This is an optimization exercise on Yosys and OpenROAD, whose aim is small area, a short achievable clock period and few clock cycles per item, not a production implementation.
The RTL was checked by simulation tests, not by an equivalence proof against the original design.
Power and IR drop assume default switching activity.

$ cat flow/design.v
package lc4_pkg;
    localparam int WORD_W    = 16;
    localparam int REG_IDX_W = 3;
    localparam int NUM_REGS  = 8;
    localparam logic [WORD_W-1:0] RESET_PC = 16'h8200;
    localparam logic [3:0] OP_ARITH = 4'd1;
    localparam logic [3:0] OP_LOGIC = 4'd5;
    localparam logic [3:0] OP_LDR   = 4'd6;
    localparam logic [3:0] OP_STR   = 4'd7;
    localparam logic [3:0] OP_CONST = 4'd9;
    localparam logic [1:0] SUB_ADD = 2'b00;
    localparam logic [1:0] SUB_SUB = 2'b10;
    localparam logic [1:0] SUB_AND = 2'b00;
    localparam logic [1:0] SUB_OR  = 2'b10;
    localparam logic [1:0] SUB_XOR = 2'b11;
    localparam logic [2:0] ALU_ADD  = 3'd0;
    localparam logic [2:0] ALU_SUB  = 3'd1;
    localparam logic [2:0] ALU_AND  = 3'd2;
    localparam logic [2:0] ALU_OR   = 3'd3;
    localparam logic [2:0] ALU_XOR  = 3'd4;
    localparam logic [2:0] ALU_PASS = 3'd5;  
    typedef logic [WORD_W-1:0]    word_t;
    typedef logic [REG_IDX_W-1:0] reg_idx_t;
    typedef struct packed {
        logic [3:0] opcode;
        reg_idx_t   rd;
        reg_idx_t   rs;
        logic       imm_flag;
        logic [1:0] sub_op;
        reg_idx_t   rt;
    } insn_reg_t;
    typedef struct packed {
        logic [3:0] opcode;
        reg_idx_t   rd_rt;  
        reg_idx_t   rs;
        logic [5:0] offset6;
    } insn_off_t;
    typedef struct packed {
        logic [3:0] opcode;
        reg_idx_t   rd;
        logic [8:0] imm9;
    } insn_cst_t;
    typedef union packed {
        insn_reg_t rv;
        insn_off_t ov;
        insn_cst_t cv;
    } insn_u;
    typedef struct packed {
        reg_idx_t   r1;
        logic       r1_re;
        reg_idx_t   r2;
        logic       r2_re;
        reg_idx_t   rd;
        logic       rf_we;
        logic       is_load;
        logic       is_store;
        logic [2:0] alu_op;
        word_t      imm;
        logic       imm_sel;
    } ctrl_t;
    typedef struct packed {
        logic  valid;
        word_t pc;
        insn_u insn;
        ctrl_t ctrl;
        word_t r1_data;
        word_t r2_data;
        word_t result;  
    } slot_t;
    typedef struct packed {
        logic     valid;
        word_t    pc;
        word_t    insn;
        logic     rf_we;
        reg_idx_t wsel;
        word_t    wdata;
        logic     dmem_we;
        word_t    dmem_addr;
        word_t    dmem_data;
    } retire_t;
    typedef struct packed {
        logic     we;
        reg_idx_t rd;
        word_t    value;
    } fwd_t;
endpackage
`timescale 1ns/1ps
module lc4_top (
    input  logic        clk,
    input  logic        rst_n,
    output logic [15:0] o_pc,
    input  logic [15:0] i_insn_a,
    input  logic [15:0] i_insn_b,
    output logic [15:0] o_dmem_addr,
    output logic        o_dmem_we,
    output logic [15:0] o_dmem_wdata,
    input  logic [15:0] i_dmem_rdata,
    output logic        o_ret_a_valid,
    output logic [15:0] o_ret_a_pc,
    output logic [15:0] o_ret_a_insn,
    output logic        o_ret_a_rf_we,
    output logic [2:0]  o_ret_a_wsel,
    output logic [15:0] o_ret_a_wdata,
    output logic        o_ret_a_dmem_we,
    output logic [15:0] o_ret_a_dmem_addr,
    output logic [15:0] o_ret_a_dmem_data,
    output logic        o_ret_b_valid,
    output logic [15:0] o_ret_b_pc,
    output logic [15:0] o_ret_b_insn,
    output logic        o_ret_b_rf_we,
    output logic [2:0]  o_ret_b_wsel,
    output logic [15:0] o_ret_b_wdata,
    output logic        o_ret_b_dmem_we,
    output logic [15:0] o_ret_b_dmem_addr,
    output logic [15:0] o_ret_b_dmem_data
);
    function automatic logic writes_reg(input logic [15:0] w);
        case (w[15:12])
            4'd1:    writes_reg = w[5] | ~w[3];             
            4'd5:    writes_reg = ~w[5] & (w[4] | ~w[3]);   
            4'd6:    writes_reg = 1'b1;                     
            4'd9:    writes_reg = 1'b1;                     
            default: writes_reg = 1'b0;
        endcase
    endfunction
    logic [15:0] regs [8];
    logic [7:0]  rvalid;
    logic        x_valid;
    logic        x_ldw;               
    logic [15:0] ir;
    logic [15:0] op_a, op_b;          
    logic        xm_a, xm_b;          
    logic        xw_a, xw_b;          
    logic        xo_a, xo_b;          
    logic        fs_ld;               
    logic        m_valid, m_we, m_ld, m_st;
    logic [15:0] m_insn, m_result, m_sdata, m_val;
    logic        w_valid, w_we, w_st;
    logic [15:0] w_pc, w_insn, w_data, w_addr;
    logic [15:0] pc_q;
    logic        primed;              
    logic [2:0]  f_rs, f_rt;
    logic        p_rs_re, p_rt_alu, p_is_str, p_is_ldr;
    logic [3:0]  n_op;
    logic        x_we, x_ld;
    logic        xa, xb;              
    logic        stall;               
    logic [15:0] ra, rb;
    assign o_pc = pc_q;
    always_ff @(posedge clk or negedge rst_n) begin
        if (!rst_n) begin
            pc_q    <= 16'h81ff;
            primed  <= 1'b0;
            x_valid <= 1'b0;
            x_ldw   <= 1'b0;
        end else begin
            if (!stall) pc_q <= pc_q + 16'd1;
            primed  <= 1'b1;
            x_valid <= primed & ~stall;
            x_ldw   <= primed & ~stall & p_is_ldr;
        end
    end
    assign n_op = i_insn_b[15:12];
    always_ff @(posedge clk) begin
        if (!stall) begin
            p_is_str <= (n_op == 4'd7);
            p_is_ldr <= (n_op == 4'd6);
            p_rs_re  <= (n_op == 4'd1) | (n_op == 4'd5) | (n_op == 4'd6) | (n_op == 4'd7);
            p_rt_alu <= ((n_op == 4'd1) | (n_op == 4'd5)) & ~i_insn_b[5];
        end
    end
    assign f_rs     = i_insn_a[8:6];
    assign f_rt     = p_is_str ? i_insn_a[11:9] : i_insn_a[2:0];
    assign x_we  = x_valid & writes_reg(ir);
    assign x_ld  = (ir[15:12] == 4'd6);
    assign xa    = x_we & (ir[11:9] == f_rs);
    assign xb    = x_we & (ir[11:9] == f_rt);
    assign stall = x_ldw & ((p_rs_re & (ir[11:9] == f_rs))
                            | (p_rt_alu & (ir[11:9] == i_insn_a[2:0])));
    always_comb begin
        ra = '0;
        rb = '0;
        for (int i = 0; i < 8; i++) begin
            ra = ra | ({16{rvalid[i] & p_rs_re & (f_rs == 3'(i))}} & regs[i]);
            rb = rb | ({16{rvalid[i] & (f_rt == 3'(i))}} & regs[i]);
        end
    end
    always_ff @(posedge clk) begin
        ir    <= i_insn_a;
        op_a  <= ra;
        op_b  <= rb;
        xm_a  <= xa & p_rs_re & ~x_ld;
        xm_b  <= xb & ~x_ld;
        xw_a  <= m_we & (m_insn[11:9] == f_rs) & p_rs_re & ~xa;
        xw_b  <= m_we & (m_insn[11:9] == f_rt) & ~xb;
        xo_a  <= ~(xa & p_rs_re & ~x_ld) & ~(m_we & (m_insn[11:9] == f_rs) & p_rs_re & ~xa);
        xo_b  <= ~(xb & ~x_ld) & ~(m_we & (m_insn[11:9] == f_rt) & ~xb);
        fs_ld <= xb & x_ld;
    end
    logic [3:0]  op;
    logic        is_arith, is_logic, is_ldr, is_str, is_const, is_mem, reg_form;
    logic [15:0] va, vb, imm, opb, sum, logic_res, alu;
    logic        sub;
    assign op       = ir[15:12];
    assign is_arith = (op == 4'd1);
    assign is_logic = (op == 4'd5);
    assign is_ldr   = (op == 4'd6);
    assign is_str   = (op == 4'd7);
    assign is_const = (op == 4'd9);
    assign is_mem   = is_ldr | is_str;
    assign reg_form = (is_arith | is_logic) & ~ir[5];
    assign va = ({16{xm_a}} & m_result) | ({16{xw_a}} & w_data) | ({16{xo_a}} & op_a);
    assign vb = ({16{xm_b}} & m_result) | ({16{xw_b}} & w_data) | ({16{xo_b}} & op_b);
    always_comb begin
        if (is_mem)        imm = {{10{ir[5]}}, ir[5:0]};
        else if (is_const) imm = {{7{ir[8]}}, ir[8:0]};
        else               imm = {{11{ir[4]}}, ir[4:0]};
    end
    assign sub = is_arith & ~ir[5] & ir[4];
    assign opb = reg_form ? (vb ^ {16{sub}}) : imm;
    assign sum = va + opb + {15'd0, sub};    
    always_comb begin
        case (ir[4:3])
            2'b00:   logic_res = va & vb;
            2'b10:   logic_res = va | vb;
            default: logic_res = va ^ vb;
        endcase
    end
    assign alu = is_logic ? logic_res : sum;
    always_ff @(posedge clk or negedge rst_n) begin
        if (!rst_n) begin
            m_valid <= 1'b0;
            m_we    <= 1'b0;
            m_ld    <= 1'b0;
            m_st    <= 1'b0;
        end else begin
            m_valid <= x_valid;
            m_we    <= x_we;
            m_ld    <= x_valid & is_ldr;
            m_st    <= x_valid & is_str;
        end
    end
    always_ff @(posedge clk) begin
        m_insn   <= ir;
        m_result <= alu;
        m_sdata  <= fs_ld ? i_dmem_rdata : vb;
    end
    assign m_val        = m_ld ? i_dmem_rdata : m_result;
    assign o_dmem_addr  = m_result;
    assign o_dmem_wdata = m_sdata;
    assign o_dmem_we    = m_st;
    always_ff @(posedge clk or negedge rst_n) begin
        if (!rst_n) begin
            rvalid <= '0;
        end else if (m_we) begin
            rvalid[m_insn[11:9]] <= 1'b1;
        end
    end
    always_ff @(posedge clk) begin
        for (int i = 0; i < 8; i++) begin
            if (m_we && m_insn[11:9] == 3'(i)) regs[i] <= m_val;
        end
    end
    always_ff @(posedge clk or negedge rst_n) begin
        if (!rst_n) begin
            w_valid <= 1'b0;
            w_we    <= 1'b0;
            w_st    <= 1'b0;
            w_pc    <= 16'h81ff;
        end else begin
            w_valid <= m_valid;
            w_we    <= m_we;
            w_st    <= m_st;
            if (m_valid) w_pc <= w_pc + 16'd1;
        end
    end
    always_ff @(posedge clk) begin
        w_insn <= m_insn;
        w_data <= m_st ? m_sdata : m_val;
        w_addr <= m_result;
    end
    assign o_ret_a_valid     = w_valid;
    assign o_ret_a_pc        = w_pc;
    assign o_ret_a_insn      = w_insn;
    assign o_ret_a_rf_we     = w_we;
    assign o_ret_a_wsel      = w_insn[11:9];
    assign o_ret_a_wdata     = w_data;
    assign o_ret_a_dmem_we   = w_st;
    assign o_ret_a_dmem_addr = w_addr;
    assign o_ret_a_dmem_data = w_data;
    assign o_ret_b_valid     = 1'b0;
    assign o_ret_b_pc        = 16'h0;
    assign o_ret_b_insn      = 16'h0;
    assign o_ret_b_rf_we     = 1'b0;
    assign o_ret_b_wsel      = 3'h0;
    assign o_ret_b_wdata     = 16'h0;
    assign o_ret_b_dmem_we   = 1'b0;
    assign o_ret_b_dmem_addr = 16'h0;
    assign o_ret_b_dmem_data = 16'h0;
endmodule
$ cat flow/flow/run.sh
#!/bin/bash
# The standard layout (the standard.sh), except that the port buffers
# use the smallest plain buffer cell and the constant outputs share one tie
# cell.
export BUFFER_PORTS_ARGS="-buffer_cell sky130_fd_sc_hd__buf_1"
export SKIP_REPAIR_TIE_FANOUT=1
bash standard.sh > standard.log 2>&1
$ cat flow/standard.sh
#!/bin/bash
# synth_recipe.tcl (not shown) runs the flow's synth.tcl, then flattens the netlist and writes it again
# the make line also repeats each setting of config.mk as NAME=value (left out here)
make -C /OpenROAD-flow-scripts/flow DESIGN_CONFIG=/design/flow/config.mk WORK_HOME=/design/flow/orfs CLKGATE_MAP_FILE= SYNTH_SCRIPT=/design/flow/synth_recipe.tcl "${@:-finish}"
$ cat flow/config.mk
export PLATFORM = sky130hd
export DESIGN_NAME = lc4_top
export DESIGN_NICKNAME = lc4_top
export VERILOG_FILES = /design/flow/design.v
export SDC_FILE = /design/flow/constraint.sdc
export NUM_CORES = 4
export LEC_CHECK = 0
export CAP_MARGIN = 20
export CORE_MARGIN = 2
export CORE_UTILIZATION = 40
export CTS_CLUSTER_DIAMETER = 100
export CTS_CLUSTER_SIZE = 25
export SETUP_SLACK_MARGIN = 5
export SLEW_MARGIN = 20
$ cat flow/constraint.sdc
create_clock -name core_clock -period 8.0 [get_ports {clk}]
set_input_delay 1.6000 -clock core_clock [delete_from_list [all_inputs] [get_ports {clk}]]
set_output_delay 1.6000 -clock core_clock [all_outputs]
set_load 0.01 [all_outputs]
==> flow_metrics.tcl, run 1 <==
set metrics [dict create \
    status "complete, no violations" \
    fin_worst_skew_ns 0.0394 \
    ioPinCount 271 \
    synth_top_cell_by_area "edfxtp_1" \
    cts-root-buf "clkbuf_16" \
    portBuffers 173 \
    drtIter0Drc 1003 \
    crit_path_start_kind "flip-flop" \
    dp_hpwl_um 27800 \
    dpl-instance-area_mm2 0.0153 \
    antenna_cells 0 \
    worst_ep_required_time_ns 8.43 \
    setup_tns_ns 0 \
    max_freq_ghz 0.333 \
    finalHoldViolations 0 \
    powerDensity_mw_per_mm2 226 \
    synthTopCellsByArea "edfxtp_1 (26%), dfxtp_1 (20%), a22oi_1 (5.7%)" \
    slew_viol_final 0 \
    post-route-period-util_pct 37.5 \
    synth_cells 1296 \
    die_area_mm2 0.0391 \
    syn2layout_area_growth_pct 10.8 \
    hold_path.class "reg2reg" \
    worstPathMaxFanout 6 \
    final_cell_mix "buf_1 (167), dfxtp_1 (137), edfxtp_1 (132)" \
    clkLatencyLatePin_ns 0.54 \
    ys_ff_latch 333 \
    ys.flop_type "dfxtp_1" \
    routed_via_density 5.74 \
    drv_cap 0 \
    antenna_found_initial 1 \
    die_h_um 198 \
    finalSetupViolations 0 \
    period_needed_ns 3.00 \
    fp.dieW_um 198 \
    grt_max_degree 87 \
    cts_hold_buf 0 \
    cts_tree "done" \
    fp.coreArea_mm2 0.0368 \
    grt_usage_pct 21.6 \
    grt_pass1_wl_um 64000 \
    ys_warn_count 2 \
    ys_types 63 \
    end_kind "flip-flop" \
    gp_congestion 0.851 \
    postLayoutCoreUtil_pct 45.2 \
    wl_per_cell_um 23.2 \
    cts_sinks 333 \
    rsz0062_at_grt "true" \
    synth_area_per_cell_um2 11.6 \
    synth_edf_count 132 \
    cp.arrival_ns 3.43 \
    syn_area_mm2 0.0150 \
    synth_seq_area_share_pct 55.1 \
    htreeDepth 1 \
    wirelength_um 43300 \
    clock_path_buffers 3 \
    vias 10700 \
    clkTransAtPathRegs_ns 0.11 \
    rows 70 \
    overflow 0 \
    final_cell_area_mm2 0.0166 \
    syn_nets 1403 \
    power_leakage_nw 6.19 \
    synth.top_cell.area_share_pct 26.4 \
    numCtsBuffers 17 \
    initial_core_util_pct 40.8 \
    dr.pass1.iters 6 \
    path_class "reg2reg" \
    maxSlewHeadroom_pct 27.6 \
    worst_pin_slew_ns 1.06 \
    drive_gt1_share_pct 18.0 \
    layout.nets 1494 \
    drc 0 \
    final_common_cell "buf_1" \
    ir_drop_mv 0.148 \
    ys_async_sr_fraction_pct 15.0 \
    antenna_left 0 \
    grt_pass1_vias 10600 \
]
[cell type report]
cell class	instances	area, um^2
repair buffers	247	1260
flip-flops and latches	333	8300
multi-input cells	744	5810
clock buffers	27	463
fillers	3393	20200
clock inverters	3	31.3
inverters	44	169
well taps	468	586
[Yosys cell counts, drive strengths merged, types with 5 or more instances]
master	count
nor3	13
o21a	7
a22oi	114
nor2	48
nand2b	9
buf	116
xnor2	49
a211oi	21
ha	55
a222oi	16
a21o	7
dfrtp	30
edfxtp	132
and4	8
and3	18
o21bai	5
o21ai	29
nor2b	6
xor2	18
dfxtp	151
a21oi	32
a22o	12
nor3b	8
o31ai	5
inv	44
and2	14
clkbuf	61
nand2	73
o221ai	17
mux2	51
dfstp	20
nand4	28
a221oi	17
mux2i	5
nand3	25
[state kept, by name (all words and copies together) (netlist names), 8 cells and up]
| name | flops |
|---|---|
| regs | 128 |
| ir | 16 |
| m_insn | 16 |
| m_result | 16 |
| m_sdata | 16 |
| op_a | 16 |
| op_b | 16 |
| pc_q | 16 |
| w_addr | 16 |
| w_data | 16 |
| w_insn | 16 |
| w_pc | 16 |
| rvalid | 8 |
[critical path, cell delays in order, from the launching register on]
cell and delay [ns]:
dfxtp_4 0.41, a222oi_1 0.44, inv_1 0.16, fa_2 0.44
inv_2 0.07, fa_2 0.20, nor2b_1 0.05, o21a_1 0.21
o211ai_1 0.19, buf_4 0.17, a21oi_2 0.06, o31a_1 0.26
o31ai_2 0.24
[worst paths after layout]
check                           cells past startpoint           end  slack, ns  startpoint
worst max register to register                     12  m_result[14]       5.00        xm_a
worst min-delay path                                0    w_insn[14]       0.33  m_insn[14]
worst max-delay path                               12  m_result[14]       5.00        xm_a
worst min register to register                      0    w_insn[14]       0.33  m_insn[14]
max in group asynchronous                           2       m_valid       6.38       rst_n
min in group asynchronous                           2          m_we       1.16       rst_n
[cell families after synthesis]
group / share of synthesized area, %
mux: 4.19
other cells: 0.0501
fa+ha+maj: 4.85
compound gates: 15.0
simple gates: 8.61
flops: 55.1
xor+xnor: 3.91
buf+inv: 8.31
[where the power goes]
group / switching [W] / internal [W]
Sequential: 0.000153 / 0.00195
Clock: 0.000552 / 0.000411
Combinational: 0.000410 / 0.000277
[layer usage]
layer	part of all wire [%]	vias up	track usage, %
met1	40	5289	27.0
li1	-	4871	-
met5	0	-	0
met4	3.4	0	7.66
met3	7.9	94	4.22
met2	49	453	37.1
[timing repair]
item                                    4_1_cts  5_1_grt
setup buffers                                31       29
resized for setup                            67       36
cloned                                        2        0
pin swaps                                    19       17
endpoints found under the setup margin       29       30
[metrics by stage]
step	total power, W	worst slack [ns]	hold slack, ns	instances
finish	0.00376	5.00	0.334	1866
global route	0.00392	4.87	0.340	1866
CTS	0.00375	4.96	0.335	1837
detailed placement	0.00276	3.71	0.312	1774
global placement	0.00274	3.74	0.310	1774
floorplan	0.00255	5.00	0.310	1296
Testbench counts, summed over its fixed seeds: cycles 10,235, insns 9,600.
==> run 2: changes to the inputs <==
--- a/flow/config.mk
+++ b/flow/config.mk
@@ -8,7 +8,8 @@
 export CAP_MARGIN = 20
 export CORE_MARGIN = 2
-export CORE_UTILIZATION = 40
+export CORE_UTILIZATION = 60
 export CTS_CLUSTER_DIAMETER = 100
 export CTS_CLUSTER_SIZE = 25
+export PLACE_DENSITY = 0.7
 export SETUP_SLACK_MARGIN = 5
 export SLEW_MARGIN = 20
==> run 2 against run 1 <==
  * Still clean on timing, DRC and antenna
  * Critical path type is now in2reg
  * Clock power shrank 2.1%
  * Sequential share of layout area grew 0.77 points
  * Largest power group unchanged
  * Largest cell class unchanged
  * Power shrank 0.66%
  * Critical path depth shrank 8
  * Clock skew shrank 0.018 ns
==> flow_metrics.tcl, run 2 <==
set metrics [dict create \
    period_needed_ns 3.06 \
    regMostFlops "regs" \
    syn_area_mm2 0.0150 \
    synth_seq_area_share_pct 55.1 \
    cts_sinks 333 \
    worstPathMaxFanout 16 \
    fp.dieW_um 162 \
    rows 57 \
    yosys-top-cells-count "dfxtp_1 (151), edfxtp_1 (132), a22oi_1 (114)" \
    r2r_slack_ns 5.04 \
    crit_path_start_kind "input pin" \
    fin_worst_skew_ns 0.0214 \
    synth_top_cell_by_area "edfxtp_1" \
    ir_drop_mv 0.157 \
    antenna_left 0 \
    post-route-period-util_pct 38.2 \
    drc 0 \
    fp.coreArea_mm2 0.0245 \
    rsz0062_at_grt "true" \
    path_class "in2reg" \
    antenna_found_initial 1 \
    clkLatencyLatePin_ns 0.52 \
    slowest_delay_ns 0.93 \
    wl_per_cell_um 24.2 \
    clock_path_buffers 3 \
    ys_warn_count 2 \
    power_w 0.00373 \
    routed_via_density 6.32 \
    largest_reg_flops 128 \
    initial_core_util_pct 61.3 \
    dr.pass1.iters 8 \
    ioPinCount 271 \
    portBuffers 173 \
    hold_path.class "reg2reg" \
    die_area_mm2 0.0263 \
    setup_tns_ns 0 \
    final_common_cell "buf_1" \
    final_cell_area_mm2 0.0164 \
    ys_types 63 \
    worst_ep_required_time_ns 8.28 \
    register_area_mm2 0.00831 \
    final_cell_mix "buf_1 (170), dfxtp_1 (137), edfxtp_1 (132)" \
    syn_nets 1403 \
    dp_hpwl_um 26300 \
    syn2layout_area_growth_pct 9.29 \
    drive_gt1_share_pct 16.8 \
    multi_input_area_mm2 0.00584 \
    powerDensity_mw_per_mm2 228 \
    worstPathCellList "buf_1, inv_1, a21oi_2, o221ai_1" \
    dpl-instance-area_mm2 0.0151 \
    fillers 1814 \
    layout.nets 1475 \
    ys_async_sr_fraction_pct 15.0 \
    grt_usage_pct 30.4 \
    drtIter0Drc 1412 \
    maxSlewHeadroom_pct 21.1 \
    cts-root-buf "clkbuf_16" \
    synth_cells 1296 \
    wirelength_um 41200 \
    crit_buf_inv 2 \
    synth_area_per_cell_um2 11.6 \
    synth.top_cell.area_share_pct 26.4 \
    ys_ff_latch 333 \
    max_freq_ghz 0.327 \
    overflow 0 \
    numCtsBuffers 17 \
    die_h_um 162 \
    vias 10800 \
    htreeDepth 1 \
    drv_cap 0 \
    slowest_stage "a21oi_2" \
    cts_hold_buf 0 \
    end_kind "flip-flop" \
    status "complete, no violations" \
    finalHoldViolations 0 \
    finalSetupViolations 0 \
    grt_pass1_vias 10100 \
    critPathTopFamily "compound AO/OA/AOI/OAI gates" \
    worst_pin_slew_ns 1.18 \
    power_leakage_nw 6.10 \
    postLayoutCoreUtil_pct 67.0 \
    synth_edf_count 132 \
    gp_congestion 0.866 \
    clkTransAtPathRegs_ns 0.09 \
    dp_slack_ns 3.94 \
    cp.arrival_ns 3.33 \
    setup_slack_ns 4.94 \
    cts_tree "done" \
    synthTopCellsByArea "edfxtp_1 (26%), dfxtp_1 (20%), a22oi_1 (5.7%)" \
    slew_viol_final 0 \
    grt_pass1_wl_um 60400 \
    ys.flop_type "dfxtp_1" \
    grt_max_degree 87 \
    yosysMostFrequentCell "dfxtp_1" \
]
[run 2: cell counts after synthesis]
Identical to the previous run, type by type.
[run 2: path summary, 6_finish.rpt]
check                            start           end  cells after the start
max in group asynchronous        rst_n          m_st                      2
setup / recovery           i_insn_a[1]      op_b[15]                      4
setup reg to reg                 ir[4]  m_result[11]                     13
min in group asynchronous        rst_n     rvalid[7]                      2
hold reg to reg              m_insn[6]     w_insn[6]                      0
hold / removal               m_insn[6]     w_insn[6]                      0
[run 2: cell families (layout without fill, tap and decap cells)]
family                   count (synthesis)  after routing  synth area share [%]
buffers and inverters                  221            301                  8.31
AO/OA/AOI/OAI                          304            304                  15.0
flip-flops                             333            333                  55.1
AND/OR/NAND/NOR                        256            257                  8.61
adder cells (fa/ha/maj)                 57             57                  4.85
multiplexers                            56             57                  4.19
other                                    2              3                0.0501
XOR/XNOR                                67             67                  3.91
[run 2: area by class of cell]
class / instances / share of cell area (%)
tap: 324 / 2.47
antenna: 1 / 0.0153
timing repair buffer: 228 / 7.17
sequential: 333 / 50.7
clock inverter: 1 / 0.122
clock buffer: 28 / 2.85
multi-input combinational: 744 / 35.6
inverter: 44 / 1.03
[run 2: layer usage]
metal  vias up  global-route usage [%]  share of wire [%]
met2       622                    52.0                 49
met4         0                    11.5                3.8
met5         -                       0                  0
met3       113                    4.42                9.2
li1       4837                       -                  -
met1      5185                    39.5                 38
[run 2: repair_timing]
action / in CTS / in global routing
pin swaps: 11 / 23
endpoints found under the setup margin: 29 / 26
gates cloned: 3 / 0
gates resized for setup: 56 / 46
setup buffers: 17 / 27
[run 2: worst register-to-register path, cell delays in order (launching register included)]
cell and delay [ns]:
dfxtp_4 0.37, buf_12 0.10, clkinvlp_4 0.16, mux2i_4 0.20
nor2_2 0.07, or3_4 0.40, o21ai_2 0.09, ha_4 0.24
a21o_1 0.20, a31o_1 0.26, a221o_1 0.36, a21oi_2 0.16
xor2_1 0.16, mux2i_1 0.09
[run 2: report_power, final]
| part | internal, W | switching [W] | leakage, nW |
|---|---|---|---|
| registers | 0.00195 | 0.000152 | 3.07 |
| clock network | 0.000411 | 0.000532 | 0.232 |
| logic | 0.000268 | 0.000416 | 2.80 |
| total | 0.00263 | 0.00110 | 6.10 |
[run 2: through the flow]
stage | hold WS [ns] | instances
2_1_floorplan | 0.310 | 1296
3_3_place_gp | 0.310 | 1625
3_5_place_dp | 0.312 | 1625
4_1_cts | 0.332 | 1674
5_1_grt | 0.342 | 1703
6_report | 0.334 | 1703
==> run 3: changes to the inputs <==
--- a/flow/config.mk
+++ b/flow/config.mk
@@ -6,10 +6,9 @@
 export NUM_CORES = 4
 export LEC_CHECK = 0
-export CAP_MARGIN = 20
+export CAP_MARGIN = 0
 export CORE_MARGIN = 2
-export CORE_UTILIZATION = 60
+export CORE_UTILIZATION = 40
 export CTS_CLUSTER_DIAMETER = 100
 export CTS_CLUSTER_SIZE = 25
-export PLACE_DENSITY = 0.7
 export SETUP_SLACK_MARGIN = 5
-export SLEW_MARGIN = 20
+export SLEW_MARGIN = 0
==> run 3 against run 2 <==
  * Clock skew rose by 0.019 ns
  * Flip-flop and latch count did not move
  * Core utilization fell by 22 points
  * Critical endpoint is now m_result[0]
==> flow_metrics.tcl, run 3 <==
set metrics [dict create \
    worstHoldStart "m_insn[14]" \
    dp_hpwl_um 27800 \
    worst_ep_required_time_ns 8.40 \
    hold_path.class "reg2reg" \
    overflow 0 \
    vias 10800 \
    intPower_w 0.00264 \
    rsz0062_at_grt "true" \
    synth_top_cell_by_area "edfxtp_1" \
    htreeDepth 1 \
    post-route-period-util_pct 37.2 \
    combPwrFrac_pct 18.3 \
    met1Wirelength_um 17300 \
    worstSetupStartpoint "xw_b" \
    swShare_pct 29.7 \
    syn2layout_area_growth_pct 10.7 \
    fp.coreArea_mm2 0.0368 \
    drc 0 \
    rows 70 \
    finalSetupViolations 0 \
    dp.cells 1774 \
    yosys-top-cells-count "dfxtp_1 (151), edfxtp_1 (132), a22oi_1 (114)" \
    clkLatencyLatePin_ns 0.54 \
    grt_max_degree 87 \
    worstPathMaxFanout 14 \
    ir_drop_mv 0.147 \
    path_class "reg2reg" \
    highest_layer "met4" \
    synth.top_cell.area_share_pct 26.4 \
    clkPwrFrac_pct 25.7 \
    largest_reg_flops 128 \
    cp.arrival_ns 3.38 \
    yosysMostFrequentCell "dfxtp_1" \
    regMostFlops "regs" \
    grt_pass1_wl_um 64000 \
    synth_cells 1296 \
    setup_slack_ns 5.02 \
    slew_viol_final 0 \
    die_area_mm2 0.0391 \
    maxSlewHeadroom_pct 20.6 \
    portBuffers 173 \
    status "complete, no violations" \
    whs_ns 0.334 \
    met2_length_um 21100 \
    syn_area_mm2 0.0150 \
    initial_core_util_pct 40.8 \
    fp.dieW_um 198 \
    crit_path_start_kind "flip-flop" \
    antenna_found_initial 1 \
    dr.pass1.iters 8 \
    synth_seq_area_share_pct 55.1 \
    clock_path_buffers 3 \
    clkTransAtPathRegs_ns 0.10 \
    ys_ff_latch 333 \
    drtIter0Drc 1029 \
    antenna_left 0 \
    p_seq_share_pct 56.0 \
    end_kind "flip-flop" \
    antenna_cells 0 \
    fillers 3394 \
    power_w 0.00376 \
    cts_sinks 333 \
    gp_congestion 0.851 \
    cts-root-buf "clkbuf_16" \
    multi_input_area_mm2 0.00580 \
    numCtsBuffers 17 \
    dr_wl_met3_um 3400 \
    grt_pass1_vias 10600 \
    ys_warn_count 2 \
    period_needed_ns 2.98 \
    drv_cap 0 \
    fin_worst_skew_ns 0.0407 \
    power_leakage_nw 6.19 \
    dp_slack_ns 3.71 \
    ys.flop_type "dfxtp_1" \
    ys_types 63 \
    layout.nets 1494 \
    powerDensity_mw_per_mm2 226 \
    grt_usage_pct 21.6 \
    worst_pin_slew_ns 1.19 \
    ioPinCount 271 \
    syn_nets 1403 \
    r2r_slack_ns 5.02 \
    setup_tns_ns 0 \
    finalHoldViolations 0 \
    register_area_mm2 0.00830 \
    die_h_um 198 \
    max_freq_ghz 0.336 \
    final_common_cell "buf_1" \
    stdcell_count 1866 \
    wirelength_um 43300 \
    synth_edf_count 132 \
    rr_startpoint "xw_b" \
    switchingPower_w 0.00111 \
    final_cell_mix "buf_1 (167), dfxtp_1 (137), edfxtp_1 (132)" \
    drive_gt1_share_pct 17.9 \
    synth_area_per_cell_um2 11.6 \
    routed_via_density 5.77 \
    ys_async_sr_fraction_pct 15.0 \
    synthTopCellsByArea "edfxtp_1 (26%), dfxtp_1 (20%), a22oi_1 (5.7%)" \
    cts_tree "done" \
    wl_per_cell_um 23.2 \
]
run 3: cell counts after synthesis:
No cell type changed its count.
run 3: cell families (layout without fill, tap and decap cells):
group	Yosys count	after routing	share of synthesized area [%]
buffers and inverters	221	321	8.31
and+or+nand+nor	256	257	8.61
muxes	56	57	4.19
other	2	2	0.0501
DFF	333	333	55.1
AOI/OAI and AO/OA	304	304	15.0
xor gates and xnor gates	67	67	3.91
adders and majority gates	57	57	4.85
run 3: path summary, 6_finish.rpt:
path	end	depth (start not counted)
max in group asynchronous	m_valid	2
max	m_result[0]	21
min in group asynchronous	m_we	2
min reg2reg	w_insn[14]	0
min	w_insn[14]	0
max reg2reg	m_result[0]	21
run 3: metal layers:
metal	vias up	GRT usage (%)
li1	4873	-
met1	5329	27.0
met2	461	37.1
met3	100	4.22
met4	0	7.66
met5	-	0
run 3: critical path: stages (launching register included):
cell and delay [ns]:
dfxtp_2 0.34, buf_12 0.15, a22oi_2 0.16, nand2_1 0.11, buf_4 0.14, buf_4 0.12, buf_4 0.12, buf_4 0.12
buf_4 0.12, buf_4 0.12, buf_4 0.12, buf_4 0.12, buf_4 0.12, buf_4 0.12, buf_4 0.12, buf_4 0.12
buf_4 0.13, ha_1 0.16, nor2_1 0.08, a211oi_1 0.05, a21oi_1 0.13, o21ai_1 0.08
run 3: per-stage QoR:
step / utilization, % / area (um^2)
after floorplan: - / 15000
after global placement: 41.6 / 15300
after detailed placement: 41.6 / 15300
after CTS: 44.3 / 16300
after global routing: 45.2 / 16600
final: 45.2 / 16600
run 3: power by group through the flow:
stage	Combinational, W	Sequential (W)	Clock (W)
detailed placement	0.000615	0.00214	0
global route	0.000756	0.00212	0.00104
floorplan	0.000418	0.00213	0
CTS	0.000662	0.00210	0.000981
finish	0.000686	0.00210	0.000965
global placement	0.000607	0.00214	0
run 3: repair_timing:
action                                  in CTS  in global routing
gates resized for setup                     67                 35
pin swaps                                   19                 17
gates cloned                                 2                  0
hold buffers                                 0                  0
setup buffers                               31                 29
endpoints found under the setup margin      29                 34
run 3: cell type report:
type	count	area share, %
clock buffers	27	2.79
clock inverters	3	0.188
inverters	44	1.02
multi-input cells	744	34.9
flip-flops and latches	333	50.0
well taps	468	3.52
repair buffers	247	7.58
==> run 4: changes to the inputs <==
--- a/flow/config.mk
+++ b/flow/config.mk
@@ -11,4 +11,5 @@
 export CTS_CLUSTER_DIAMETER = 100
 export CTS_CLUSTER_SIZE = 25
+export PLACE_DENSITY = 0.8
 export SETUP_SLACK_MARGIN = 5
 export SLEW_MARGIN = 0
==> run 4 against run 3 <==
  * Clock power is essentially flat
  * Combinational power shrank 0.6%
  * Via count grew 4.3%
  * Power shrank 0.11%
  * Sequential share of layout area increased by 0.42 points
  * Flip-flop and latch count is the same
  * Non-clock buffer count down 25
  * Core utilization decreased by 0.33 points
  * First-iteration DRC count is 53% higher
  * Synthesized cell count did not move
  * Cell area decreased by 0.74%
==> flow_metrics.tcl, run 4 <==
set metrics [dict create \
    status "complete, no violations" \
    layout.nets 1469 \
    yosysMostFrequentCell "dfxtp_1" \
    path_class "in2reg" \
    fin_worst_skew_ns 0.0329 \
    syn_nets 1403 \
    fillers 3205 \
    setup_tns_ns 0 \
    antenna_left 0 \
    ioPinCount 271 \
    post-route-period-util_pct 37.7 \
    powerDensity_mw_per_mm2 227 \
    p_seq_share_pct 56.1 \
    vias 11200 \
    wl_per_cell_um 23.4 \
    drv_cap 0 \
    final_cell_area_mm2 0.0165 \
    ys_ff_latch 333 \
    max_freq_ghz 0.332 \
    swShare_pct 29.7 \
    postLayoutCoreUtil_pct 44.8 \
    finalSetupViolations 0 \
    wirelength_um 43100 \
    cp.arrival_ns 3.41 \
    final_cell_mix "buf_1 (170), dfxtp_1 (135), edfxtp_1 (132)" \
    ys.flop_type "dfxtp_1" \
    final_common_cell "buf_1" \
    routed_via_density 6.09 \
    rsz0062_at_grt "true" \
    period_needed_ns 3.02 \
    initial_core_util_pct 40.8 \
    cts_hold_buf 0 \
    hold_path.class "reg2reg" \
    numCtsBuffers 17 \
    ir_drop_mv 0.122 \
    worst_ep_required_time_ns 8.40 \
    setup_slack_ns 4.98 \
    end_kind "flip-flop" \
    cts-root-buf "clkbuf_16" \
    drtIter0Drc 1575 \
    worst_pin_slew_ns 1.25 \
    antenna_found_initial 1 \
    synth_edf_count 132 \
    synth_cells 1296 \
    clock_path_buffers 3 \
    grt_max_degree 87 \
    crit_path_start_kind "input pin" \
    yosys-top-cells-count "dfxtp_1 (151), edfxtp_1 (132), a22oi_1 (114)" \
    maxSlewHeadroom_pct 16.7 \
    fp.dieW_um 198 \
    dpl-instance-area_mm2 0.0152 \
    clkTransAtPathRegs_ns 0.09 \
    synthTopCellsByArea "edfxtp_1 (26%), dfxtp_1 (20%), a22oi_1 (5.7%)" \
    synth_seq_area_share_pct 55.1 \
    ys_types 63 \
    grt_pass1_wl_um 63200 \
    die_h_um 198 \
    ys_async_sr_fraction_pct 15.0 \
    clkPwrFrac_pct 25.7 \
    regMostFlops "regs" \
    cts_sinks 333 \
    slew_viol_final 0 \
    synth_top_cell_by_area "edfxtp_1" \
    syn2layout_area_growth_pct 9.91 \
    gp_congestion 0.870 \
    rows 70 \
    largest_reg_flops 128 \
    drive_gt1_share_pct 17.3 \
    ys_warn_count 2 \
    dp_hpwl_um 27100 \
    grt_usage_pct 21.1 \
    worstPathMaxFanout 16 \
    syn_area_mm2 0.0150 \
    drc 0 \
    fp.coreArea_mm2 0.0368 \
    synth.top_cell.area_share_pct 26.4 \
    overflow 0 \
    portBuffers 173 \
    dr.pass1.iters 6 \
    die_area_mm2 0.0391 \
    power_leakage_nw 6.04 \
    cts_tree "done" \
    finalHoldViolations 0 \
    intPower_w 0.00264 \
    clkLatencyLatePin_ns 0.53 \
    switchingPower_w 0.00111 \
    dp_slack_ns 3.55 \
    htreeDepth 1 \
    grt_pass1_vias 11000 \
    combPwrFrac_pct 18.2 \
    synth_area_per_cell_um2 11.6 \
]
-- run 4: cell counts after synthesis --
Identical to the previous run, type by type.
-- run 4: kinds of logic after synthesis --
family          count (synthesis)  share of synthesized area (%)
flops                         333                           55.1
compound gates                304                           15.0
simple gates                  256                           8.61
buf+inv                       221                           8.31
xor+xnor                       67                           3.91
fa+ha+maj                      57                           4.85
mux                            56                           4.19
other cells                     2                         0.0501
-- run 4: area by class of cell --
class,count,area (um^2),share of cell area (%)
clock buffer,28,477,2.89
clock inverter,2,25.0,0.152
tap,468,586,3.55
multi-input combinational,744,5900,35.8
timing repair buffer,222,1020,6.20
inverter,44,169,1.02
antenna,1,2.50,0.0152
sequential,333,8310,50.4
-- run 4: timing repair --
action / 4_1_cts / 5_1_grt
resized for setup: 72 / 38
setup buffers: 24 / 19
gates cloned: 2 / 0
setup endpoints to repair: 33 / 24
pin swaps: 16 / 24
-- run 4: power groups by stage --
stage	clock, W	sequential [W]	combinational, W
after floorplan	0	0.00213	0.000418
after global placement	0	0.00213	0.000590
after detailed placement	0	0.00214	0.000611
after CTS	0.000969	0.00210	0.000644
after global routing	0.00103	0.00212	0.000736
final	0.000965	0.00210	0.000682
-- run 4: worst max-delay path: stages --
cell       delay, ns
buf_1           0.20
inv_1           0.18
o2bb2ai_1       0.12
and2_1          0.80
a22oi_1         0.16
o221ai_1        0.33
-- run 4: final timing paths --
kind | depth (start not counted) | endpoint | slack (ns) | from
setup / recovery | 6 | op_b[10] | 4.98 | i_insn_a[1]
max in group asynchronous | 2 | w_pc[9] | 6.39 | rst_n
hold / removal | 0 | w_insn[5] | 0.33 | m_insn[5]
hold reg to reg | 0 | w_insn[5] | 0.33 | m_insn[5]
min in group asynchronous | 2 | rvalid[5] | 1.17 | rst_n
setup reg to reg | 15 | m_result[14] | 5.01 | xw_b
-- run 4: through the flow --
step | std cells | total power (W) | hold WS, ns
6_report | 1842 | 0.00375 | 0.334
5_1_grt | 1841 | 0.00388 | 0.346
2_1_floorplan | 1296 | 0.00255 | 0.310
4_1_cts | 1822 | 0.00371 | 0.336
3_3_place_gp | 1766 | 0.00272 | 0.310
3_5_place_dp | 1766 | 0.00275 | 0.313
-- run 4: layer usage --
layer	track usage [%]	part of all wire [%]	vias to the layer above
li1	-	-	4837
met1	24.3	36	5382
met2	36.3	48	793
met3	4.27	10	214
met4	12.8	6.5	0
met5	0	0	-
==> run 5: changes to the inputs <==
--- a/flow/config.mk
+++ b/flow/config.mk
@@ -11,5 +11,5 @@
 export CTS_CLUSTER_DIAMETER = 100
 export CTS_CLUSTER_SIZE = 25
-export PLACE_DENSITY = 0.8
+export GPL_ROUTABILITY_DRIVEN = 0
 export SETUP_SLACK_MARGIN = 5
 export SLEW_MARGIN = 0
==> run 5 against run 4 <==
  * Register-to-register slack is essentially flat
  * Clock skew is 0.0078 ns higher
  * Global-route usage rose by 0.46 points
  * Power up 0.11%
  * Routed wire length increased by 0.56%
  * Area after synthesis stayed put
  * Synthesized cell count unchanged
  * Critical endpoint is now m_result[0]
  * Largest cell class unchanged
  * Largest power group unchanged
==> flow_metrics.tcl, run 5 <==
set metrics [dict create \
    synth_seq_area_share_pct 55.1 \
    synth_top_cell_by_area "edfxtp_1" \
    syn2layout_area_growth_pct 10.7 \
    dp_hpwl_um 27800 \
    ys_async_sr_fraction_pct 15.0 \
    finalSetupViolations 0 \
    clkPwrFrac_pct 25.7 \
    period_needed_ns 2.98 \
    drv_cap 0 \
    cts_sinks 333 \
    synth_area_per_cell_um2 11.6 \
    portBuffers 173 \
    path_class "reg2reg" \
    grt_max_degree 87 \
    antenna_cells 0 \
    cts_tree "done" \
    powerDensity_mw_per_mm2 226 \
    synth.top_cell.area_share_pct 26.4 \
    syn_nets 1403 \
    worst_pin_slew_ns 1.19 \
    numCtsBuffers 17 \
    routed_via_density 5.77 \
    cts_hold_buf 0 \
    antenna_left 0 \
    cp.arrival_ns 3.38 \
    switchingPower_w 0.00111 \
    power_w 0.00376 \
    status "complete, no violations" \
    slew_viol_final 0 \
    vias 10800 \
    die_area_mm2 0.0391 \
    ys_warn_count 2 \
    final_cell_mix "buf_1 (167), dfxtp_1 (137), edfxtp_1 (132)" \
    grt_pass1_vias 10600 \
    crit_path_start_kind "flip-flop" \
    dpl-instance-area_mm2 0.0153 \
    syn_area_mm2 0.0150 \
    stdcell_count 1866 \
    fin_worst_skew_ns 0.0407 \
    post-route-period-util_pct 37.2 \
    maxSlewHeadroom_pct 20.6 \
    clkTransAtPathRegs_ns 0.10 \
    antenna_found_initial 1 \
    regMostFlops "regs" \
    power_leakage_nw 6.19 \
    grt_pass1_wl_um 64000 \
    ioPinCount 271 \
    ir_drop_mv 0.147 \
    swShare_pct 29.7 \
    drtIter0Drc 1029 \
    largest_reg_flops 128 \
    final_cell_area_mm2 0.0166 \
    clkLatencyLatePin_ns 0.54 \
    rsz0062_at_grt "true" \
    overflow 0 \
    cts-root-buf "clkbuf_16" \
    htreeDepth 1 \
    yosys-top-cells-count "dfxtp_1 (151), edfxtp_1 (132), a22oi_1 (114)" \
    dr.pass1.iters 8 \
    clock_path_buffers 3 \
    end_kind "flip-flop" \
    hold_path.class "reg2reg" \
    die_h_um 198 \
    finalHoldViolations 0 \
    synth_edf_count 132 \
    p_seq_share_pct 56.0 \
    ys.flop_type "dfxtp_1" \
    synthTopCellsByArea "edfxtp_1 (26%), dfxtp_1 (20%), a22oi_1 (5.7%)" \
    setup_tns_ns 0 \
    wl_per_cell_um 23.2 \
    synth_cells 1296 \
    worstPathMaxFanout 14 \
    fillers 3394 \
    layout.nets 1494 \
    drive_gt1_share_pct 17.9 \
    ys_ff_latch 333 \
    dp.cells 1774 \
    max_freq_ghz 0.336 \
    fp.dieW_um 198 \
    yosysMostFrequentCell "dfxtp_1" \
    fp.coreArea_mm2 0.0368 \
    rows 70 \
    intPower_w 0.00264 \
    worst_ep_required_time_ns 8.40 \
    combPwrFrac_pct 18.3 \
    initial_core_util_pct 40.8 \
    final_common_cell "buf_1" \
    drc 0 \
    wirelength_um 43300 \
    grt_usage_pct 21.6 \
    ys_types 63 \
]
## run 5: cell counts after synthesis
Identical to the previous run, type by type.
## run 5: stage by stage
step	setup WS, ns	utilization, %	hold slack, ns
after floorplan	5.00	-	0.310
after global placement	3.74	41.6	0.310
after detailed placement	3.71	41.6	0.312
after CTS	4.96	44.3	0.335
after global routing	4.87	45.2	0.340
final	5.02	45.2	0.334
## run 5: cell type report
cell class / count / area (um^2) / share of cell area (%)
inverter: 44 / 169 / 1.02
clock buffer: 27 / 463 / 2.79
timing repair buffer: 247 / 1260 / 7.58
sequential: 333 / 8300 / 50.0
multi-input combinational: 744 / 5800 / 34.9
clock inverter: 3 / 31.3 / 0.188
tap: 468 / 586 / 3.52
## run 5: per-layer routing
| metal | vias up | global-route usage, % | share of wire [%] |
|---|---|---|---|
| li1 | 4873 | - | - |
| met1 | 5329 | 27.0 | 40 |
| met2 | 461 | 37.1 | 49 |
| met3 | 100 | 4.22 | 7.8 |
| met4 | 0 | 7.66 | 3.5 |
| met5 | - | 0 | 0 |
## run 5: cells by family after synthesis
| group | after synthesis | synth area share (%) |
|---|---|---|
| and+or+nand+nor | 256 | 8.61 |
| adders and majority gates | 57 | 4.85 |
| AOI/OAI and AO/OA | 304 | 15.0 |
| buffers and inverters | 221 | 8.31 |
| other | 2 | 0.0501 |
| xor gates and xnor gates | 67 | 3.91 |
| muxes | 56 | 4.19 |
| DFF | 333 | 55.1 |
## run 5: what timing repair did
action | 4_1_cts | 5_1_grt
endpoints found under the hold margin | 0 | 0
setup endpoints to repair | 29 | 34
gates resized for setup | 67 | 35
pin swaps | 19 | 17
setup buffers | 31 | 29
cloned | 2 | 0
## run 5: worst max-delay path, cell delays in order (launching register included)
cell and delay (ns):
dfxtp_2 0.34, buf_12 0.15, a22oi_2 0.16, nand2_1 0.11
buf_4 0.14, buf_4 0.12, buf_4 0.12, buf_4 0.12
buf_4 0.12, buf_4 0.12, buf_4 0.12, buf_4 0.12
buf_4 0.12, buf_4 0.12, buf_4 0.12, buf_4 0.12
buf_4 0.13, ha_1 0.16, nor2_1 0.08, a211oi_1 0.05
a21oi_1 0.13, o21ai_1 0.08
## run 5: final timing paths
path                               end       start  slack, ns  depth (start not counted)
setup reg to reg           m_result[0]        xw_b       5.02                         21
hold reg to reg             w_insn[14]  m_insn[14]       0.33                          0
hold / removal              w_insn[14]  m_insn[14]       0.33                          0
min in group asynchronous         m_we       rst_n       1.16                          2
setup / recovery           m_result[0]        xw_b       5.02                         21
max in group asynchronous      m_valid       rst_n       6.39                          2
## run 5: power groups by stage
| stage | logic (W) | clock network [W] | registers, W |
|---|---|---|---|
| 5_1_grt | 0.000756 | 0.00104 | 0.00212 |
| 3_3_place_gp | 0.000607 | 0 | 0.00214 |
| 3_5_place_dp | 0.000615 | 0 | 0.00214 |
| 2_1_floorplan | 0.000418 | 0 | 0.00213 |
| 4_1_cts | 0.000662 | 0.000981 | 0.00210 |
| 6_report | 0.000686 | 0.000965 | 0.00210 |
==> run 6: changes to the inputs <==
==> flow/config.mk (replaced) <==
export PLATFORM = sky130hd
export DESIGN_NAME = lc4_top
export DESIGN_NICKNAME = lc4_top
export VERILOG_FILES = /design/flow/design.v
export SDC_FILE = /design/flow/constraint.sdc
export NUM_CORES = 4
export LEC_CHECK = 0
export CAP_MARGIN = 20
export CORE_MARGIN = 2
export CORE_UTILIZATION = 40
export CTS_CLUSTER_DIAMETER = 100
export CTS_CLUSTER_SIZE = 25
export SETUP_SLACK_MARGIN = 4.7
export SLEW_MARGIN = 20
==> run 6 against run 5 <==
  * Count of clock-buffer cells in the layout rose by 1
  * Clock power increased by 1%
  * Fmax fell by 5.5%
  * Sequential power barely moved
  * Core utilization fell by 1.2 points
  * Critical path depth down 9
  * Clock skew down 0.0034 ns
  * Combinational power fell by 6.3%
  * Worst setup slack lost 0.17 ns
  * Flip-flop and latch count is the same
  * First-iteration DRC count up 14%
  * Die area stayed put
  * Critical endpoint is now m_result[12]
==> flow_metrics.tcl, run 6 <==
set metrics [dict create \
    status "complete, no violations" \
    worst_ep_required_time_ns 8.42 \
    regMostFlops "regs" \
    clkLatencyLatePin_ns 0.54 \
    power_leakage_nw 5.95 \
    setup_slack_ns 4.85 \
    ys.flop_type "dfxtp_1" \
    grt_max_degree 87 \
    largest_reg_flops 128 \
    ys_ff_latch 333 \
    syn_area_mm2 0.0150 \
    final_cell_area_mm2 0.0162 \
    crit_path_start_kind "flip-flop" \
    grt_pass1_vias 10300 \
    cts_sinks 333 \
    ir_drop_mv 0.122 \
    antenna_left 0 \
    ys_async_sr_fraction_pct 15.0 \
    worstPathMaxFanout 16 \
    whs_ns 0.333 \
    fillers 3418 \
    die_area_mm2 0.0391 \
    dp_slack_ns 3.59 \
    synthTopCellsByArea "edfxtp_1 (26%), dfxtp_1 (20%), a22oi_1 (5.7%)" \
    powerDensity_mw_per_mm2 230 \
    path_class "reg2reg" \
    wl_per_cell_um 23.6 \
    rsz0062_at_grt "true" \
    dr.pass1.iters 6 \
    antenna_cells 0 \
    wirelength_um 42900 \
    syn2layout_area_growth_pct 7.88 \
    grt_pass1_wl_um 62800 \
    max_freq_ghz 0.317 \
    drtIter0Drc 1176 \
    fin_worst_skew_ns 0.0374 \
    drc 0 \
    clock_path_buffers 3 \
    cp.arrival_ns 3.57 \
    syn_nets 1403 \
    hold_path.class "reg2reg" \
    yosysMostFrequentCell "dfxtp_1" \
    final_common_cell "buf_1" \
    period_needed_ns 3.15 \
    dpl-instance-area_mm2 0.0153 \
    dp_hpwl_um 27700 \
    vias 10600 \
    yosys-top-cells-count "dfxtp_1 (151), edfxtp_1 (132), a22oi_1 (114)" \
    finalSetupViolations 0 \
    synth_edf_count 132 \
    synth_cells 1296 \
    end_kind "flip-flop" \
    cts_tree "done" \
    overflow 0 \
    portBuffers 173 \
    worst_pin_slew_ns 1.12 \
    initial_core_util_pct 40.8 \
    drv_cap 0 \
    grt_usage_pct 21.2 \
    numCtsBuffers 17 \
    slew_viol_final 0 \
    power_w 0.00372 \
    ioPinCount 271 \
    ys_types 63 \
    setup_tns_ns 0 \
    rows 70 \
    htreeDepth 1 \
    antenna_found_initial 1 \
    post-route-period-util_pct 39.4 \
    ys_warn_count 2 \
    synth_top_cell_by_area "edfxtp_1" \
    maxSlewHeadroom_pct 23.6 \
    gp_congestion 0.851 \
    final_cell_mix "buf_1 (172), dfxtp_1 (140), edfxtp_1 (132)" \
    cts-root-buf "clkbuf_16" \
    die_h_um 198 \
    synth.top_cell.area_share_pct 26.4 \
    layout.nets 1451 \
    finalHoldViolations 0 \
    drive_gt1_share_pct 13.1 \
    synth_area_per_cell_um2 11.6 \
    fp.dieW_um 198 \
    routed_via_density 5.82 \
    synth_seq_area_share_pct 55.1 \
    clkTransAtPathRegs_ns 0.10 \
    fp.coreArea_mm2 0.0368 \
]
run 6: cell counts after synthesis:
No cell type changed its count.
run 6: final timing paths:
kind                             from            to  slack (ns)  cells past startpoint
setup / recovery                 xw_a  m_result[12]        4.85                     12
hold / removal             m_insn[13]    w_insn[13]        0.33                      0
setup reg to reg                 xw_a  m_result[12]        4.85                     12
hold reg to reg            m_insn[13]    w_insn[13]        0.33                      0
max in group asynchronous       rst_n       w_valid        6.39                      2
min in group asynchronous       rst_n          m_we        1.15                      2
run 6: stage by stage:
step	utilization (%)	cells
6_report	44.0	1823
4_1_cts	43.2	1806
5_1_grt	44.0	1823
3_5_place_dp	41.6	1772
3_3_place_gp	41.5	1772
2_1_floorplan	-	1296
run 6: kinds of logic (layout without fill, tap and decap cells):
kind of cell | count (synthesis) | after routing | share of synthesized area, %
flops | 333 | 333 | 55.1
compound gates | 304 | 304 | 15.0
simple gates | 256 | 257 | 8.61
buf+inv | 221 | 278 | 8.31
xor+xnor | 67 | 67 | 3.91
fa+ha+maj | 57 | 57 | 4.85
mux | 56 | 57 | 4.19
other cells | 2 | 2 | 0.0501
run 6: metal layers:
layer	wire length [um]	global-route usage, %	share of wire, %	vias to the layer above
met5	0	0	0	-
met2	20700	36.1	48	486
met1	17600	28.2	41	5249
li1	-	-	-	4782
met3	3370	2.80	7.9	85
met4	1270	6.32	3.0	0
run 6: cell type report:
cell class	instances	area [um^2]	share of cell area, %
flip-flops and latches	333	8300	51.3
well taps	468	586	3.62
clock inverters	2	25.0	0.155
multi-input cells	744	5710	35.3
inverters	44	169	1.04
repair buffers	204	910	5.62
clock buffers	28	488	3.01
run 6: critical path, stage by stage, from the launching register on:
cell	delay [ns]
dfxtp_2	0.48
a222oi_1	0.46
inv_1	0.17
fa_2	0.43
inv_1	0.10
fa_1	0.22
nor2b_1	0.06
o21a_1	0.21
o211ai_1	0.19
buf_4	0.17
a21oi_2	0.06
o31a_1	0.30
o31ai_2	0.20
run 6: power breakdown:
part / internal, W / switching, W
sequential: 0.00195 / 0.000149
clock: 0.000430 / 0.000547
combinational: 0.000246 / 0.000397
total: 0.00263 / 0.00109
run 6: timing repair:
item	in CTS	in global routing
setup buffers	4	15
gates cloned	0	2
pin swaps	3	7
hold buffers	0	0
gates resized for setup	22	34
setup endpoints to repair	28	17
==> run 7: changes to the inputs <==
==> flow/flow/run.sh (replaced) <==
#!/bin/bash
# The standard layout (the standard.sh), except that the port buffers
# use the smallest plain buffer cell, the constant outputs share one tie
# cell, and timing repair only resizes, swaps pins, clones and removes
# buffers (no rebuffering moves).
export BUFFER_PORTS_ARGS="-buffer_cell sky130_fd_sc_hd__buf_1"
export SKIP_REPAIR_TIE_FANOUT=1
export SETUP_MOVE_SEQUENCE="unbuffer,sizeup,swap,clone"
bash standard.sh > standard.log 2>&1
--- a/flow/config.mk
+++ b/flow/config.mk
@@ -6,9 +6,9 @@
 export NUM_CORES = 4
 export LEC_CHECK = 0
-export CAP_MARGIN = 20
+export CAP_MARGIN = 0
 export CORE_MARGIN = 2
 export CORE_UTILIZATION = 40
 export CTS_CLUSTER_DIAMETER = 100
 export CTS_CLUSTER_SIZE = 25
-export SETUP_SLACK_MARGIN = 4.7
-export SLEW_MARGIN = 20
+export SETUP_SLACK_MARGIN = 5
+export SLEW_MARGIN = 0
==> run 7 against run 6 <==
  * Clock skew increased by 0.0051 ns
  * Still clean
  * First-iteration DRC count decreased by 9.1%
  * Critical endpoint is now m_result[11]
  * Critical path type unchanged
  * Count of clock-buffer cells in the layout decreased by 1
  * Largest power group unchanged
  * Cell area decreased by 0.34%
  * Worst setup slack got worse by 0.20 ns
  * Register-to-register slack got worse by 0.20 ns
==> flow_metrics.tcl, run 7 <==
set metrics [dict create \
    vias 10500 \
    grt_usage_pct 21.3 \
    yosys-top-cells-count "dfxtp_1 (151), edfxtp_1 (132), a22oi_1 (114)" \
    crit_path_start_kind "flip-flop" \
    wirelength_um 42400 \
    syn_area_mm2 0.0150 \
    timing.rr.end "m_result[11]" \
    fillers 3434 \
    clkLatencyLatePin_ns 0.54 \
    syn2layout_area_growth_pct 7.51 \
    intPower_w 0.00261 \
    maxSlewHeadroom_pct 21.2 \
    powerDensity_mw_per_mm2 230 \
    combPwrFrac_pct 17.4 \
    period_needed_ns 3.35 \
    status "complete, no violations" \
    whs_path_depth 0 \
    grt_pass1_vias 10400 \
    dr.pass1.iters 7 \
    finalHoldViolations 0 \
    regMostFlops "regs" \
    synth_cells 1296 \
    cts_setup_buffers 0 \
    cts_hold_buf 0 \
    grt_max_degree 87 \
    ys.flop_type "dfxtp_1" \
    ys_async_sr_fraction_pct 15.0 \
    ioPinCount 271 \
    cts_tree "done" \
    portBuffers 173 \
    initial_core_util_pct 40.8 \
    worstSetupStartpoint "ir[4]" \
    dp_slack_ns 3.71 \
    final_common_cell "buf_1" \
    swShare_pct 29.7 \
    end_kind "flip-flop" \
    fp.coreArea_mm2 0.0368 \
    synth.top_cell.area_share_pct 26.4 \
    overflow 0 \
    path_class "reg2reg" \
    clkTransAtPathRegs_ns 0.09 \
    final_cell_area_mm2 0.0161 \
    gp_congestion 0.851 \
    p_seq_share_pct 56.7 \
    ir_drop_mv 0.147 \
    yosysMostFrequentCell "dfxtp_1" \
    max_freq_ghz 0.298 \
    dp.cells 1774 \
    die_area_mm2 0.0391 \
    stdcell_count 1809 \
    rr_worst_depth 12 \
    largest_reg_flops 128 \
    synth_top_cell_by_area "edfxtp_1" \
    drive_gt1_share_pct 13.6 \
    die_h_um 198 \
    wl_per_cell_um 23.4 \
    synth_edf_count 132 \
    hold_path.class "reg2reg" \
    final_cell_mix "buf_1 (166), dfxtp_1 (144), edfxtp_1 (132)" \
    power_leakage_nw 5.88 \
    slew_viol_final 0 \
    layout.nets 1436 \
    drv_cap 0 \
    dpl-instance-area_mm2 0.0153 \
    post-route-period-util_pct 41.9 \
    cts-root-buf "clkbuf_16" \
    worst_ep_required_time_ns 8.38 \
    drtIter0Drc 1069 \
    ys_warn_count 2 \
    worstPathMaxFanout 26 \
    setup_slack_ns 4.65 \
    endpoint "m_result[11]" \
    clock_path_buffers 3 \
    r2r_slack_ns 4.65 \
    dp_hpwl_um 27800 \
    finalSetupViolations 0 \
    antenna_left 0 \
    routed_via_density 5.83 \
    rr_startpoint "ir[4]" \
    ys_ff_latch 333 \
    postLayoutCoreUtil_pct 43.9 \
    rsz0062_at_grt "true" \
    numCtsBuffers 17 \
    setup_tns_ns 0 \
    drc 0 \
    worst_pin_slew_ns 1.18 \
    rows 70 \
    ys_types 63 \
    grt_pass1_wl_um 63200 \
    synthTopCellsByArea "edfxtp_1 (26%), dfxtp_1 (20%), a22oi_1 (5.7%)" \
    clkPwrFrac_pct 25.9 \
    cp.arrival_ns 3.73 \
    synth_seq_area_share_pct 55.1 \
    antenna_found_initial 1 \
    switchingPower_w 0.00110 \
    htreeDepth 1 \
    cts_sinks 333 \
    syn_nets 1403 \
    synth_area_per_cell_um2 11.6 \
    fp.dieW_um 198 \
    fin_worst_skew_ns 0.0425 \
]
run 7: layout make-up:
class                      count  area (um^2)  share of cell area (%)
timing repair buffer         187          771                    4.78
antenna                        1         2.50                  0.0155
inverter                      44          169                    1.05
sequential                   333         8280                    51.3
clock buffer                  27          463                    2.87
timing repair inverter         1         5.00                  0.0310
tap                          468          586                    3.63
multi-input combinational    745         5820                    36.1
clock inverter                 3         31.3                   0.194
run 7: how the worst min path moves through the flow:
stage                          start    endpoint  slack, ns
after floorplan            m_insn[0]   w_insn[0]       0.31
after global placement     m_insn[5]   w_insn[5]       0.31
after detailed placement  m_insn[14]  w_insn[14]       0.31
after CTS                  m_insn[4]   w_insn[4]       0.33
after global routing       m_insn[4]   w_insn[4]       0.34
final                     m_insn[14]  w_insn[14]       0.33
run 7: metrics by stage:
stage	hold WS, ns	power [W]
global route	0.340	0.00388
finish	0.333	0.00371
CTS	0.335	0.00372
floorplan	0.310	0.00255
detailed placement	0.312	0.00276
global placement	0.310	0.00274
run 7: cells by family (layout without fill, tap and decap cells):
| family | Yosys count | after routing | synth area share [%] |
|---|---|---|---|
| buffers and inverters | 221 | 262 | 8.31 |
| AO/OA/AOI/OAI | 304 | 304 | 15.0 |
| adder cells (fa/ha/maj) | 57 | 57 | 4.85 |
| XOR/XNOR | 67 | 67 | 3.91 |
| flip-flops | 333 | 333 | 55.1 |
| other | 2 | 3 | 0.0501 |
| AND/OR/NAND/NOR | 256 | 258 | 8.61 |
| multiplexers | 56 | 57 | 4.19 |
run 7: power by group through the flow:
stage	clock network, W	registers [W]	logic [W]
final	0.000963	0.00211	0.000645
after global routing	0.00104	0.00213	0.000714
after floorplan	0	0.00213	0.000418
after global placement	0	0.00214	0.000607
after CTS	0.000981	0.00210	0.000638
after detailed placement	0	0.00214	0.000615
run 7: repair_timing:
| item | 4_1_cts | 5_1_grt |
|---|---|---|
| resized for setup | 58 | 19 |
| gates cloned | 4 | 0 |
| pin swaps | 26 | 10 |
| endpoints found under the setup margin | 29 | 34 |
run 7: per-layer routing:
| layer | GRT usage [%] | vias to the layer above | wire length [um] |
|---|---|---|---|
| li1 | - | 4760 | - |
| met1 | 26.8 | 5228 | 17100 |
| met5 | 0 | - | 0 |
| met3 | 4.29 | 84 | 3310 |
| met2 | 36.4 | 475 | 20700 |
| met4 | 7.32 | 0 | 1270 |
run 7: critical path, stage by stage (launching register included):
cell        delay (ns)
dfxtp_4           0.56
clkinvlp_4        0.37
mux2i_4           0.30
nor2_2            0.08
or3_4             0.35
o21ai_4           0.08
ha_4              0.23
a21o_1            0.23
a31o_1            0.23
a221o_1           0.32
a21oi_2           0.15
xor2_1            0.19
mux2i_1           0.10
==> run 8: changes to the inputs <==
==> flow/flow/run.sh (replaced) <==
#!/bin/bash
# The standard layout (the standard.sh), except that the port buffers
# use the smallest plain buffer cell, the constant outputs share one tie
# cell, and timing repair aims for a setup slack margin of 5.4 ns (the
# design is still constrained and measured at the design's clock period).
export BUFFER_PORTS_ARGS="-buffer_cell sky130_fd_sc_hd__buf_1"
export SKIP_REPAIR_TIE_FANOUT=1
export SETUP_SLACK_MARGIN=5.4
bash standard.sh > standard.log 2>&1
--- a/flow/config.mk
+++ b/flow/config.mk
@@ -11,4 +11,3 @@
 export CTS_CLUSTER_DIAMETER = 100
 export CTS_CLUSTER_SIZE = 25
-export SETUP_SLACK_MARGIN = 5
 export SLEW_MARGIN = 0
==> run 8 against run 7 <==
  * Worst setup slack better by 0.41 ns
  * Fmax is 14% higher
  * Routed wire length is 9.1% higher
  * Sequential power is essentially flat
  * First-iteration DRC count increased by 5.9%
  * Area after synthesis unchanged
  * Cell count is 7.8% higher
  * Worst hold slack worse by 0.0074 ns
  * Via count grew 7.5%
==> flow_metrics.tcl, run 8 <==
set metrics [dict create \
    antenna_left 0 \
    largest_reg_flops 128 \
    rows 70 \
    syn2layout_area_growth_pct 24.2 \
    ys_async_sr_fraction_pct 15.0 \
    htreeDepth 1 \
    drc 0 \
    portBuffers 173 \
    wirelength_um 46200 \
    worstPathMaxFanout 9 \
    final_common_cell "buf_4" \
    synthTopCellsByArea "edfxtp_1 (26%), dfxtp_1 (20%), a22oi_1 (5.7%)" \
    finalSetupViolations 0 \
    clock_path_buffers 3 \
    yosysMostFrequentCell "dfxtp_1" \
    power_leakage_nw 7.29 \
    status "complete, no violations" \
    ys_warn_count 2 \
    layout.nets 1578 \
    grt_pass1_wl_um 67700 \
    finalHoldViolations 0 \
    dp_hpwl_um 28400 \
    synth_area_per_cell_um2 11.6 \
    end_kind "flip-flop" \
    cp.arrival_ns 3.34 \
    ys_types 63 \
    highest_layer "met4" \
    dr_wl_met3_um 3280 \
    slew_viol_final 0 \
    dp.cells 1776 \
    crit_path_start_kind "flip-flop" \
    regMostFlops "regs" \
    fp.dieW_um 198 \
    grt_pass1_vias 11000 \
    grt_usage_pct 22.9 \
    ir_drop_mv 0.112 \
    power_w 0.00404 \
    routed_via_density 5.82 \
    post-route-period-util_pct 36.8 \
    antenna_found_initial 0 \
    ioPinCount 271 \
    synth_top_cell_by_area "edfxtp_1" \
    cts_sinks 333 \
    ys_ff_latch 333 \
    powerDensity_mw_per_mm2 217 \
    antenna_cells 0 \
    vias 11300 \
    drv_cap 0 \
    stdcell_count 1950 \
    period_needed_ns 2.94 \
    rsz0062_at_grt "true" \
    worst_pin_slew_ns 1.25 \
    clkTransAtPathRegs_ns 0.10 \
    dr.pass1.iters 6 \
    cts_tree "done" \
    met2_length_um 23000 \
    initial_core_util_pct 40.8 \
    drive_gt1_share_pct 39.7 \
    wl_per_cell_um 23.7 \
    numCtsBuffers 17 \
    maxSlewHeadroom_pct 16.9 \
    fp.coreArea_mm2 0.0368 \
    yosys-top-cells-count "dfxtp_1 (151), edfxtp_1 (132), a22oi_1 (114)" \
    syn_area_mm2 0.0150 \
    path_class "reg2reg" \
    overflow 0 \
    postLayoutCoreUtil_pct 50.7 \
    syn_nets 1403 \
    max_freq_ghz 0.340 \
    final_cell_area_mm2 0.0186 \
    cts-root-buf "clkbuf_16" \
    gp_congestion 0.853 \
    fin_worst_skew_ns 0.0146 \
    synth.top_cell.area_share_pct 26.4 \
    grt_max_degree 87 \
    synth_cells 1296 \
    synth_seq_area_share_pct 55.1 \
    worst_ep_required_time_ns 8.40 \
    die_area_mm2 0.0391 \
    met1Wirelength_um 18100 \
    die_h_um 198 \
    ys.flop_type "dfxtp_1" \
    drtIter0Drc 1132 \
    final_cell_mix "buf_4 (145), edfxtp_1 (132), a22oi_1 (110)" \
    dpl-instance-area_mm2 0.0156 \
    clkLatencyLatePin_ns 0.52 \
    setup_tns_ns 0 \
    hold_path.class "reg2reg" \
    synth_edf_count 132 \
]
-- run 8: report_power, final --
part / leakage, nW / total [W] / internal (W) / switching [W]
Sequential: 3.08 / 0.00210 / 0.00196 / 0.000138
Combinational: 3.97 / 0.000983 / 0.000492 / 0.000491
Clock: 0.237 / 0.000959 / 0.000412 / 0.000548
Total: 7.29 / 0.00404 / 0.00287 / 0.00118
-- run 8: layout make-up --
class,instances,area (um^2)
inverter,44,173
clock buffer,27,463
multi-input combinational,744,6210
clock inverter,3,30.0
sequential,333,8440
timing repair buffer,331,2740
fill,3160,18100
tap,468,586
-- run 8: worst max-delay path, cell delays in order, from the launching register on --
cell and delay, ns:
dfxtp_4 0.37, buf_4 0.18, a222oi_1 0.53, inv_1 0.20, ha_4 0.32, a21o_1 0.20, a31o_1 0.23, a221o_1 0.37
a21oi_2 0.17, xor2_1 0.16, mux2i_1 0.09
-- run 8: what timing repair did --
item                                    4_1_cts  5_1_grt
hold endpoints to repair                      0        0
pin swaps                                    35       38
resized for setup                           356      104
gates cloned                                  3        0
hold buffers                                  0        0
buffers inserted                            105       36
endpoints found under the setup margin      194      155
-- run 8: path summary, 6_finish.rpt --
check,startpoint,end,slack [ns],depth (start not counted)
max in group asynchronous,rst_n,pc_q[10],6.35,2
min in group asynchronous,rst_n,rvalid[7],1.17,2
max reg2reg,xo_a,m_result[11],5.06,10
max,xo_a,m_result[11],5.06,10
min,m_insn[7],w_insn[7],0.33,0
min reg2reg,m_insn[7],w_insn[7],0.33,0
-- run 8: routing by layer --
layer | global-route usage, % | vias to the layer above
met2 | 40.4 | 530
met5 | 0 | -
met4 | 8.69 | 0
li1 | - | 5056
met3 | 2.90 | 117
met1 | 28.5 | 5638
-- run 8: kinds of logic (layout without fill, tap and decap cells) --
family,count (synthesis),in the layout,share of synthesized area [%]
AOI/OAI and AO/OA,304,304,15.0
buffers and inverters,221,405,8.31
muxes,56,57,4.19
adders and majority gates,57,57,4.85
other,2,2,0.0501
DFF,333,333,55.1
and+or+nand+nor,256,257,8.61
xor gates and xnor gates,67,67,3.91
-- run 8: stage by stage --
step	hold slack, ns	setup WS, ns
finish	0.326	5.06
global route	0.334	4.93
CTS	0.331	5.08
detailed placement	0.312	3.81
global placement	0.310	3.87
floorplan	0.310	5.17

## afterwards: timing with drivers on the ports
The flow's constraints put no driver on any port. The routed layouts listed below were extracted and timed again, unchanged, in two steps. Step 1: set_driving_cell puts a clkbuf_16 on clk and a buf_2 on each other input, an assumption about the parent block. Step 2 times the ports against the registers' clock, not the clock port: input delays grow and output delays shrink by t, the midpoint of the rising clock arrivals with the driver on. Slacks: ideal ports / drivers / drivers and shift; pairs: ideal ports / drivers.
run | t (ns) | setup WS [ns]
run 1 | 0.573 | 5.001 / 4.964 / 4.564
run 2 | 0.551 | 4.941 / 4.964 / 4.413
run 3 | 0.575 | 5.021 / 4.991 / 4.554
run 4 | 0.573 | 4.983 / 4.985 / 4.446
run 5 | 0.575 | 5.021 / 4.991 / 4.554
run 6 | 0.571 | 4.848 / 4.848 / 4.343
run 7 | 0.573 | 4.648 / 4.648 / 4.525
run 8 | 0.573 | 5.059 / 5.059 / 4.843
After both steps every run listed still meets setup and hold.
